Background: an optimization exercise with open tools, aiming at small area, a short achievable clock period and few clock cycles. Do not read the settings as production practice.
Where RTL was checked, it was by simulation tests only, not by an equivalence proof against the original.
Power is estimated from default activity; no workload was simulated.

==> inputs of zinc <==
==> flow/design.v (excerpt) <==
module pixel_generator (
    input  logic                       s_axi_lite_aclk,
    input  logic                       axi_resetn,
    input  logic [8-1:0] s_axi_lite_araddr,
    output logic                       s_axi_lite_arready,
    input  logic                       s_axi_lite_arvalid,
    input  logic [8-1:0] s_axi_lite_awaddr,
    output logic                       s_axi_lite_awready,
    input  logic                       s_axi_lite_awvalid,
    input  logic                       s_axi_lite_bready,
    output logic [1:0]                 s_axi_lite_bresp,
    output logic                       s_axi_lite_bvalid,
    output logic [31:0]                s_axi_lite_rdata,
    input  logic                       s_axi_lite_rready,
    output logic [1:0]                 s_axi_lite_rresp,
    output logic                       s_axi_lite_rvalid,
    input  logic [31:0]                s_axi_lite_wdata,
    output logic                       s_axi_lite_wready,
    input  logic                       s_axi_lite_wvalid,
    output logic [5:0]                 img_addr,
    input  logic [7:0]                 img_rdata,
    output logic [31:0]                out_stream_tdata,
    output logic [3:0]                 out_stream_tkeep,
    output logic                       out_stream_tlast,
    output logic [0:0]                 out_stream_tuser,
    output logic                       out_stream_tvalid,
    input  logic                       out_stream_tready
);
==> module conv_capture, before the edit <==
module conv_capture (
    input  logic        s_axi_lite_aclk,
    input  logic        axi_resetn,
    input  logic        start,
    input  logic [35:0] coefs,
    input  logic [3:0]  shift,
    output logic [5:0]  img_addr,
    input  logic [7:0]  img_rdata,
    output logic        fw_valid,    
    output logic        fw_last,     
    output logic [7:0]  fw_data,
    output logic        busy,
    output logic        done,
    output logic        done_set     
);
    logic       a_act;
    logic [2:0] a_r, a_row, a_col;   
    logic [1:0] a_i;                 
    logic       b_v, b_end;
    logic [2:0] b_i;                 
    logic [2:0] b_col;
    logic       c_v;
    logic [2:0] c_i;
    logic [2:0] c_col;
    logic [7:0] p_q;
    logic [3:0] tap [0:2];            
    logic [15:0] as [0:2], ac [0:2];   
    logic [15:0] bs [0:2], bc [0:2], ns [0:2], nc [0:2];
    logic        e_v, e_last;
    logic signed [15:0] fsum, shifted;
    assign img_addr = {a_row, a_col};   
    always_ff @(posedge s_axi_lite_aclk) begin
        if (!axi_resetn) begin
            a_act <= 1'b0;
            a_r   <= '0;
            a_row <= '0;
            a_col <= '0;
            a_i   <= '0;
            b_v   <= 1'b0;
            b_end <= 1'b0;
        end else if (start) begin
            a_act <= 1'b1;
            a_r   <= '0;
            a_row <= 3'd1;
            a_col <= '0;
            a_i   <= 2'd1;
            b_v   <= 1'b1;
            b_i   <= 3'b001;
            b_col <= '0;
            b_end <= 1'b0;
        end else begin
            b_v   <= a_act;
            b_i   <= {a_i == 2'd2, a_i == 2'd1, a_i == 2'd0};
            b_col <= a_col;
            b_end <= a_act && a_i == 2'd2 && a_col == 3'd7 && a_r == 3'd5;
            if (a_act) begin
                if (a_i != 2'd2) begin
                    a_i   <= a_i + 2'd1;
                    a_row <= a_row + 3'd1;
                end else begin
                    a_i <= '0;
                    if (a_col != 3'd7) begin
                        a_col <= a_col + 3'd1;
                        a_row <= a_r;
                    end else begin
                        a_col <= '0;
                        if (a_r != 3'd5) begin
                            a_r   <= a_r + 3'd1;
                            a_row <= a_r + 3'd1;
                        end else begin
                            a_act <= 1'b0;   
                            a_r   <= '0;
                            a_row <= '0;
                        end
                    end
                end
            end
        end
    end
    always_ff @(posedge s_axi_lite_aclk) begin
        p_q   <= img_rdata;
        c_i   <= b_i;
        c_col <= b_col;
        for (int j = 0; j < 3; j++) begin
            tap[j] <= ({4{b_i[0]}} & coefs[4*j +: 4]) | ({4{b_i[1]}} & coefs[4*(3+j) +: 4]) |
                      ({4{b_i[2]}} & coefs[4*(6+j) +: 4]);
        end
    end
    always_comb begin
        for (int j = 0; j < 3; j++) begin
            if (!c_i[0]) begin
                bs[j] = as[j];
                bc[j] = ac[j];
            end else if (j == 0) begin
                bs[j] = '0;
                bc[j] = '0;
            end else begin
                bs[j] = as[j - 1];
                bc[j] = ac[j - 1];
            end
            {nc[j], ns[j]} = csa2(bs[j], bc[j], p_q, tap[j]);
        end
    end
    always_ff @(posedge s_axi_lite_aclk) begin
        for (int j = 0; j < 3; j++) begin
            as[j] <= ns[j];
            ac[j] <= nc[j];
        end
    end
    function automatic logic [31:0] csa2(input logic [15:0] s, input logic [15:0] c,
                                         input logic [7:0] p, input logic [3:0] t);
        logic        one0, two0, neg0, one1, two1, neg1;
        logic [8:0]  m0, m1;
        logic [15:0] pp0, pp1, s1, k1, y, s2, k2;
        one0 = t[0];
        two0 = t[1] & ~t[0];
        neg0 = t[1];
        one1 = t[2] ^ t[1];
        two1 = (t[3] & ~t[2] & ~t[1]) | (~t[3] & t[2] & t[1]);
        neg1 = t[3] & ~(t[2] & t[1]);
        m0  = ({9{one0}} & {1'b0, p}) | ({9{two0}} & {p, 1'b0});
        m1  = ({9{one1}} & {1'b0, p}) | ({9{two1}} & {p, 1'b0});
        pp0 = neg0 ? {7'h7F, ~m0} : {7'h00, m0};           
        pp1 = neg1 ? {5'h1F, ~m1, 2'b11} : {5'h00, m1, 2'b00};   
        y   = {c[15:1], neg0};
        s1  = s ^ y ^ pp0;
        k1  = (s & y) | (s & pp0) | (y & pp0);
        y   = {k1[14:0], neg1};
        s2  = s1 ^ y ^ pp1;
        k2  = (s1 & y) | (s1 & pp1) | (y & pp1);
        csa2 = {k2[14:0], 1'b0, s2};
    endfunction
    always_ff @(posedge s_axi_lite_aclk) begin
        if (!axi_resetn) begin
            c_v      <= 1'b0;
            e_v      <= 1'b0;
            fw_valid <= 1'b0;
            busy     <= 1'b0;
            done     <= 1'b0;
            done_set <= 1'b0;
        end else begin
            c_v      <= b_v;
            e_v      <= c_v && c_i[2] && c_col >= 3'd2;   
            fw_valid <= e_v;
            done_set <= b_end;
            if (start) begin
                busy <= 1'b1;
                done <= 1'b0;
            end else if (b_end) begin
                busy <= 1'b0;
                done <= 1'b1;
            end
        end
    end
    always_ff @(posedge s_axi_lite_aclk) begin
        e_last  <= c_col == 3'd7;
        fw_last <= e_last;
        fsum    <= as[2] + ac[2];
    end
    assign shifted = fsum >>> shift;
    always_comb begin
        if (shifted[15]) begin
            fw_data = 8'd0;
        end else if (|shifted[14:8]) begin
            fw_data = 8'd255;
        end else begin
            fw_data = shifted[7:0];
        end
    end
endmodule
==> flow/config.mk <==
export PLATFORM = sky130hd
export DESIGN_NAME = pixel_generator
export DESIGN_NICKNAME = pixel_generator
export VERILOG_FILES = /design/flow/design.v
export SDC_FILE = /design/flow/constraint.sdc
export NUM_CORES = 4
export LEC_CHECK = 0
export ABC_CLOCK_PERIOD_IN_PS = 3000
export CAP_MARGIN = 20
export CORE_MARGIN = 2
export CORE_UTILIZATION = 40
export SLEW_MARGIN = 20
==> flow/constraint.sdc <==
create_clock -name core_clock -period 10.0 [get_ports {s_axi_lite_aclk}]
set_input_delay 2.0000 -clock core_clock [delete_from_list [all_inputs] [get_ports {s_axi_lite_aclk}]]
set_output_delay 2.0000 -clock core_clock [all_outputs]
set_load 0.01 [all_outputs]
standard.sh (not shown) runs the stock make flow with config.mk's settings and CLKGATE_MAP_FILE= SYNTH_SCRIPT=/design/flow/synth_recipe.tcl, a recipe that flattens the netlist after the stock synthesis.
==> flow/flow/run.sh <==
#!/bin/bash
# Standard layout with a tighter setup repair target; the SDC and clock period are the standard flow's own.
set -uo pipefail
bash standard.sh SETUP_SLACK_MARGIN=7.0 finish > make_finish.log 2>&1
==> inputs of garnet, as changes to zinc <==
--- a/flow/design.v
+++ b/flow/design.v
@@ -148,9 +148,8 @@
     logic [2:0] c_col;
     logic [7:0] p_q;
-    logic [3:0] tap [0:2];            
-    logic [15:0] as [0:2], ac [0:2];   
-    logic [15:0] bs [0:2], bc [0:2], ns [0:2], nc [0:2];
-    logic        e_v, e_last;
-    logic signed [15:0] fsum, shifted;
+    logic signed [15:0] acc0, acc1, acc2;
+    logic signed [3:0]  t0, t1, t2;
+    logic signed [12:0] m0, m1, m2;
+    logic signed [15:0] shifted;
     assign img_addr = {a_row, a_col};   
     always_ff @(posedge s_axi_lite_aclk) begin
@@ -206,57 +205,29 @@
         c_i   <= b_i;
         c_col <= b_col;
-        for (int j = 0; j < 3; j++) begin
-            tap[j] <= ({4{b_i[0]}} & coefs[4*j +: 4]) | ({4{b_i[1]}} & coefs[4*(3+j) +: 4]) |
-                      ({4{b_i[2]}} & coefs[4*(6+j) +: 4]);
-        end
     end
     always_comb begin
-        for (int j = 0; j < 3; j++) begin
-            if (!c_i[0]) begin
-                bs[j] = as[j];
-                bc[j] = ac[j];
-            end else if (j == 0) begin
-                bs[j] = '0;
-                bc[j] = '0;
+        t0 = ({4{c_i[0]}} & coefs[0 +: 4]) | ({4{c_i[1]}} & coefs[12 +: 4]) | ({4{c_i[2]}} & coefs[24 +: 4]);
+        t1 = ({4{c_i[0]}} & coefs[4 +: 4]) | ({4{c_i[1]}} & coefs[16 +: 4]) | ({4{c_i[2]}} & coefs[28 +: 4]);
+        t2 = ({4{c_i[0]}} & coefs[8 +: 4]) | ({4{c_i[1]}} & coefs[20 +: 4]) | ({4{c_i[2]}} & coefs[32 +: 4]);
+    end
+    assign m0 = t0 * $signed({1'b0, p_q});
+    assign m1 = t1 * $signed({1'b0, p_q});
+    assign m2 = t2 * $signed({1'b0, p_q});
+    always_ff @(posedge s_axi_lite_aclk) begin
+        if (c_v) begin
+            if (c_i[0]) begin
+                acc0 <= 16'(m0);
+                acc1 <= acc0 + 16'(m1);
+                acc2 <= acc1 + 16'(m2);
             end else begin
-                bs[j] = as[j - 1];
-                bc[j] = ac[j - 1];
+                acc0 <= acc0 + 16'(m0);
+                acc1 <= acc1 + 16'(m1);
+                acc2 <= acc2 + 16'(m2);
             end
-            {nc[j], ns[j]} = csa2(bs[j], bc[j], p_q, tap[j]);
-        end
-    end
-    always_ff @(posedge s_axi_lite_aclk) begin
-        for (int j = 0; j < 3; j++) begin
-            as[j] <= ns[j];
-            ac[j] <= nc[j];
         end
     end
-    function automatic logic [31:0] csa2(input logic [15:0] s, input logic [15:0] c,
-                                         input logic [7:0] p, input logic [3:0] t);
-        logic        one0, two0, neg0, one1, two1, neg1;
-        logic [8:0]  m0, m1;
-        logic [15:0] pp0, pp1, s1, k1, y, s2, k2;
-        one0 = t[0];
-        two0 = t[1] & ~t[0];
-        neg0 = t[1];
-        one1 = t[2] ^ t[1];
-        two1 = (t[3] & ~t[2] & ~t[1]) | (~t[3] & t[2] & t[1]);
-        neg1 = t[3] & ~(t[2] & t[1]);
-        m0  = ({9{one0}} & {1'b0, p}) | ({9{two0}} & {p, 1'b0});
-        m1  = ({9{one1}} & {1'b0, p}) | ({9{two1}} & {p, 1'b0});
-        pp0 = neg0 ? {7'h7F, ~m0} : {7'h00, m0};           
-        pp1 = neg1 ? {5'h1F, ~m1, 2'b11} : {5'h00, m1, 2'b00};   
-        y   = {c[15:1], neg0};
-        s1  = s ^ y ^ pp0;
-        k1  = (s & y) | (s & pp0) | (y & pp0);
-        y   = {k1[14:0], neg1};
-        s2  = s1 ^ y ^ pp1;
-        k2  = (s1 & y) | (s1 & pp1) | (y & pp1);
-        csa2 = {k2[14:0], 1'b0, s2};
-    endfunction
     always_ff @(posedge s_axi_lite_aclk) begin
         if (!axi_resetn) begin
             c_v      <= 1'b0;
-            e_v      <= 1'b0;
             fw_valid <= 1'b0;
             busy     <= 1'b0;
@@ -264,7 +235,6 @@
             done_set <= 1'b0;
         end else begin
-            c_v      <= b_v;
-            e_v      <= c_v && c_i[2] && c_col >= 3'd2;   
-            fw_valid <= e_v;
+            c_v      <= b_v && !start;
+            fw_valid <= c_v && c_i[2] && c_col >= 3'd2;   
             done_set <= b_end;
             if (start) begin
@@ -278,9 +248,7 @@
     end
     always_ff @(posedge s_axi_lite_aclk) begin
-        e_last  <= c_col == 3'd7;
-        fw_last <= e_last;
-        fsum    <= as[2] + ac[2];
+        fw_last <= c_col == 3'd7;
     end
-    assign shifted = fsum >>> shift;
+    assign shifted = acc2 >>> shift;
     always_comb begin
         if (shifted[15]) begin
==> flow/run.sh (new file) <==
#!/bin/bash
# synth_recipe.tcl (not shown) runs the flow's synth.tcl, then flattens the netlist and writes it again
# the make line also repeats each setting of config.mk as NAME=value (left out here)
make -C /OpenROAD-flow-scripts/flow DESIGN_CONFIG=/design/flow/config.mk WORK_HOME=/design/flow/orfs CLKGATE_MAP_FILE= SYNTH_SCRIPT=/design/flow/synth_recipe.tcl finish
--- a/flow/config.mk
+++ b/flow/config.mk
@@ -6,5 +6,4 @@
 export NUM_CORES = 4
 export LEC_CHECK = 0
-export ABC_CLOCK_PERIOD_IN_PS = 3000
 export CAP_MARGIN = 20
 export CORE_MARGIN = 2
removed: flow/flow/run.sh
removed: flow/standard.sh
==> inputs of violet, as changes to zinc <==
==> flow/flow/run.sh (replaced) <==
#!/bin/bash
# Standard layout with a tighter setup repair target; the SDC and clock period are the standard flow's own.
set -uo pipefail
bash standard.sh SETUP_SLACK_MARGIN=6.6 finish > make_finish.log 2>&1
==> qor summary <==
metric                                                                                           garnet                                 violet                              zinc
Status                                                                         timing/DRC/antenna clean               timing/DRC/antenna clean          timing/DRC/antenna clean
Sequential fraction of design power                                                               43.9%                                  46.6%                             46.3%
Share of the final layout cell area in multi-input gates                                         29.82%                                 27.28%                            27.28%
Synthesized-area fraction occupied by and/or/nand/nor cells                                      10.47%                                 10.17%                            10.17%
Met3 Routed Length                                                                              3603 um                                3753 um                           3198 um
Depth of the critical timing path with buffers and inverters included                                22                                      1                                 2
Cts bufs inserted                                                                                    72                                     79                                78
Share of the yosys chip area belonging to registers                                              62.76%                                 65.91%                            65.91%
Met2 Use GR                                                                                      26.49%                                 27.56%                            27.51%
Critical register-to-register path startpoint                                  u_capture.c_i[2]$_DFF_P_               u_regs.ctrl[9]$_DFFE_PP_       u_capture.tap[2][1]$_DFF_P_
Reported leakage power                                                                       0.01276 uW                             0.01288 uW                        0.01326 uW
Worst min-delay path startpoint                                        u_capture.b_col[1]$_SDFFCE_PP0P_               u_capture.e_last$_DFF_P_  u_capture.b_col[2]$_SDFFCE_PP0P_
Buffers outside the clock class                                                                     156                                    155                               199
Combinational cell fraction of total power                                                        19.1%                                  17.2%                             17.6%
Tightest Pin Transition                                                                        1.184 ns                               1.067 ns                          1.104 ns
Startpoint of the most critical setup path                                     u_capture.c_i[2]$_DFF_P_  u_regs.s_axi_lite_rdata[14]$_DFFE_PP_      u_tiler.ring[0][1]$_DFFE_PP_
Share of the synthesized area in the top cell type                                               57.03%                                 52.09%                            52.09%
Cell internal power dissipation                                                                 5228 uW                                5833 uW                           5914 uW
Combinational logic power                                                                       1360 uW                                1380 uW                           1410 uW
Final weighted congestion of routability-driven global placement                                 0.8532                                 0.8002                            0.8241
Placed cells                                                                                      3,309                                  3,203                             3,202
Per-cell via count in the routed design                                                           5.240                                  5.190                             5.204
Setup repair after global routing missed its margin                                               false                                   true                              true
Testbench counts of zinc, summed over its fixed seeds: cycles 9,712.
Testbench counts of violet, summed over its fixed seeds: cycles 9,712.
Function not checked in garnet: the RTL went through the layout flow alone.

static timing again, ports no longer ideal:
The results above use ideal ports. As a check the final layouts listed here were re-extracted and re-timed, cells and wires unchanged.
Step 1 (the two cells are an assumption about what drives the block):
set clk [get_ports {s_axi_lite_aclk}]
set_driving_cell -lib_cell sky130_fd_sc_hd__clkbuf_16 $clk
set_driving_cell -lib_cell sky130_fd_sc_hd__buf_2 [delete_from_list [all_inputs] $clk]
Step 2, shift: input delay + t, output delay - t, t = (earliest + latest rising clock arrival at the registers) / 2. This alone moves slack from input paths to output paths.
a / b / c = ideal / step 1 / step 2; a / b = the first two.
run	shift t [ns]	setup slack, ns	worst setup path at the end
zinc	0.669	6.700 / 6.637 / 6.376	input to register
garnet	0.671	3.161 / 3.161 / 3.161	register to register
violet	0.692	6.628 / 6.562 / 6.072	input to register
After both steps every run listed still meets setup and hold. For violet, which loses most, drivers alone change the setup slack by -0.066 ns; drivers and shift together by -0.556 ns.
